From an optimization exercise on the open Yosys and OpenROAD flow, aimed at small area and a short achievable clock period; shortcuts taken in it are not production practice.
RTL that was checked went through simulation tests only; none was proved equivalent to the original.
Power is estimated from default activity; no workload was simulated.

// udp_bridge_top
module udp_bridge_top
(
  input  logic                   i_clk_axi,
  input  logic                   i_rst_axi,
  input  logic                   i_csr_wr,
  input  logic                   i_csr_rd,
  input  logic [3-1:0] i_csr_addr,
  input  logic [32-1:0] i_csr_wdata,
  output logic [32-1:0] o_csr_rdata,
  input  logic                   i_out_wr,
  input  logic [8-1:0] i_out_data,
  output logic                   o_out_full,
  input  logic                   i_in_rd,
  output logic [8-1:0] o_in_data,
  output logic                   o_in_last,
  output logic                   o_in_empty,
  output logic                   o_tx_valid,
  output logic [8-1:0] o_tx_data,
  output logic                   o_tx_last,
  input  logic                   i_tx_credit,
  input  logic                   i_rx_valid,
  input  logic [8-1:0] i_rx_data,
  input  logic                   i_rx_last,
  output logic                   o_rx_credit,
  output logic                   o_pkt_sent,
  output logic                   o_pkt_recv
);
  logic [15:0] send_src, send_dst, send_len;
  logic [47:0] recv_q;
  logic        irq_sent, irq_recv;
  logic        recv_seen;
  logic [31:0] rdata_q;
  logic        wr_ctrl, send_req, clear_irq, tx_done, recv_valid;
  logic [31:0] rd_mux;
  logic [4:0]  ocnt, icnt;
  assign wr_ctrl   = i_csr_wr && (i_csr_addr == 3'd0);
  assign send_req  = wr_ctrl && i_csr_wdata[0];
  assign clear_irq = wr_ctrl && i_csr_wdata[1];
  always_ff @(posedge i_clk_axi) begin
    if (i_rst_axi) begin
      send_src <= '0;
      send_dst <= '0;
      send_len <= '0;
    end else if (i_csr_wr) begin
      if (i_csr_addr == 3'd1) begin
        send_src <= i_csr_wdata[15:0];
        send_dst <= i_csr_wdata[31:16];
      end
      if (i_csr_addr == 3'd2) send_len <= i_csr_wdata[15:0];
    end
  end
  always_ff @(posedge i_clk_axi) begin
    if (i_rst_axi) begin
      irq_sent <= 1'b0;
      irq_recv <= 1'b0;
    end else begin
      if (clear_irq) begin
        irq_sent <= 1'b0;
  ...
Size in the first run: about 1500 cells after synthesis, ~550 flip-flops, ~120 I/O pins, roughly 22000 µm² of cells after synthesis.
==> flow/config.mk <==
export PLATFORM = sky130hd
export DESIGN_NAME = udp_bridge_top
export DESIGN_NICKNAME = udp_bridge_top
export VERILOG_FILES = /design/flow/design.v
export SDC_FILE = /design/flow/constraint.sdc
export NUM_CORES = 4
export LEC_CHECK = 0
export CAP_MARGIN = 20
export CORE_MARGIN = 2
export CORE_UTILIZATION = 70
export SETUP_SLACK_MARGIN = 3.6
export SLEW_MARGIN = 20
==> flow/constraint.sdc <==
create_clock -name core_clock -period 6.0 [get_ports {i_clk_axi}]
set_input_delay 1.2000 -clock core_clock [delete_from_list [all_inputs] [get_ports {i_clk_axi}]]
set_output_delay 1.2000 -clock core_clock [all_outputs]
set_load 0.01 [all_outputs]
run.sh (not shown) runs the stock make flow with config.mk's settings and CLKGATE_MAP_FILE= SYNTH_SCRIPT=/design/flow/synth_recipe.tcl, a recipe that flattens the netlist after the stock synthesis.
The first run finished with timing, DRC and antenna clean.
==> next run, changes <==
Settings changed: CORE_UTILIZATION 70 to 60, CTS_CLUSTER_DIAMETER from default to 60, CTS_CLUSTER_SIZE from default to 24.
After rerunning:
- combinational power goes down by a few percent
- clock skew barely changes
- synthesized area stays the same
- register-to-register slack is better by 0.12 ns
- cell area goes down slightly
- via count goes down by a few percent
- clock power goes down by about a fifth
- core utilization goes down by 12 points
Function was not checked in any run of this note: the RTL went through the layout flow alone.

* * *

Another version of the RTL of udp_bridge_top (not shown whole).
For scale: roughly 1800 cells after synthesis, roughly 120 I/O pins.
Settings: LEC_CHECK=0, CAP_MARGIN=20, CORE_MARGIN=2, CORE_UTILIZATION=60, SETUP_SLACK_MARGIN=3.7, SLEW_MARGIN=20; clock period 6.0 ns.
standard.sh (not shown) runs the stock make flow with config.mk's settings and CLKGATE_MAP_FILE= SYNTH_SCRIPT=/design/flow/synth_recipe.tcl, a recipe that flattens the netlist after the stock synthesis.
==> flow/flow/run.sh <==
#!/bin/bash
# Own flow: the standard layout (standard.sh) with two changes: the port buffers start
# as buf_2 instead of the resizer's default pick, and clock tree synthesis adds no dummy
# loads. The whole make output goes to standard.log; ORFS keeps each step's log under orfs/logs.
set -uo pipefail
bash standard.sh \
  "BUFFER_PORTS_ARGS=-buffer_cell sky130_fd_sc_hd__buf_2" \
  "CTS_ARGS=-sink_clustering_enable -repair_clock_nets -sink_clustering_size 24 -sink_clustering_max_diameter 60 -dont_use_dummy_load" \
  finish > standard.log 2>&1
Then changed:
Settings changed: SETUP_SLACK_MARGIN 3.7 to 3.75, TNS_END_PERCENT from default to 50.
Result: The changed run produced a clean layout. Via count went down by 1.1%. Global-route usage goes up by 0.41 points. Design area rose by 0.68%. Wire length shrinks by 0.68%. Worst setup slack degrades by 0.086 ns.

[separate check: timing with driven ports]
Ports are ideal in the flow. The routed layouts listed here were re-timed in OpenROAD. Step 1, drivers: a clkbuf_16 drives i_clk_axi and a buf_2 each remaining input, both assumed. Step 2, shift: input delay + t, output delay - t, t = (earliest + latest rising clock arrival at the registers) / 2. This alone moves slack from input paths to output paths. Three values: no drivers, after step 1, after step 2; two values: the first two.
run	shift t [ns]	setup slack, ns	hold WS [ns]	worst register clock-pin slew, ns	cell pins on the clock port's net
the first run of note 1	0.620	3.449 / 3.472 / 2.852	0.419 / 0.419 / 0.419	0.08 / 0.08	1
the second run of note 1	0.610	3.478 / 3.511 / 2.901	0.425 / 0.425 / 0.425	0.09 / 0.09	1
the first run of note 2	0.605	3.700 / 3.665 / 3.127	0.409 / 0.409 / 0.409	0.09 / 0.09	1
the second run of note 2	0.587	3.614 / 3.651 / 3.063	0.417 / 0.417 / 0.417	0.09 / 0.09	1
After both steps setup and hold are still met in every run listed. The setup slack of the first run of note 1, which loses most, moves by +0.023 ns with the drivers and by -0.597 ns with both steps.
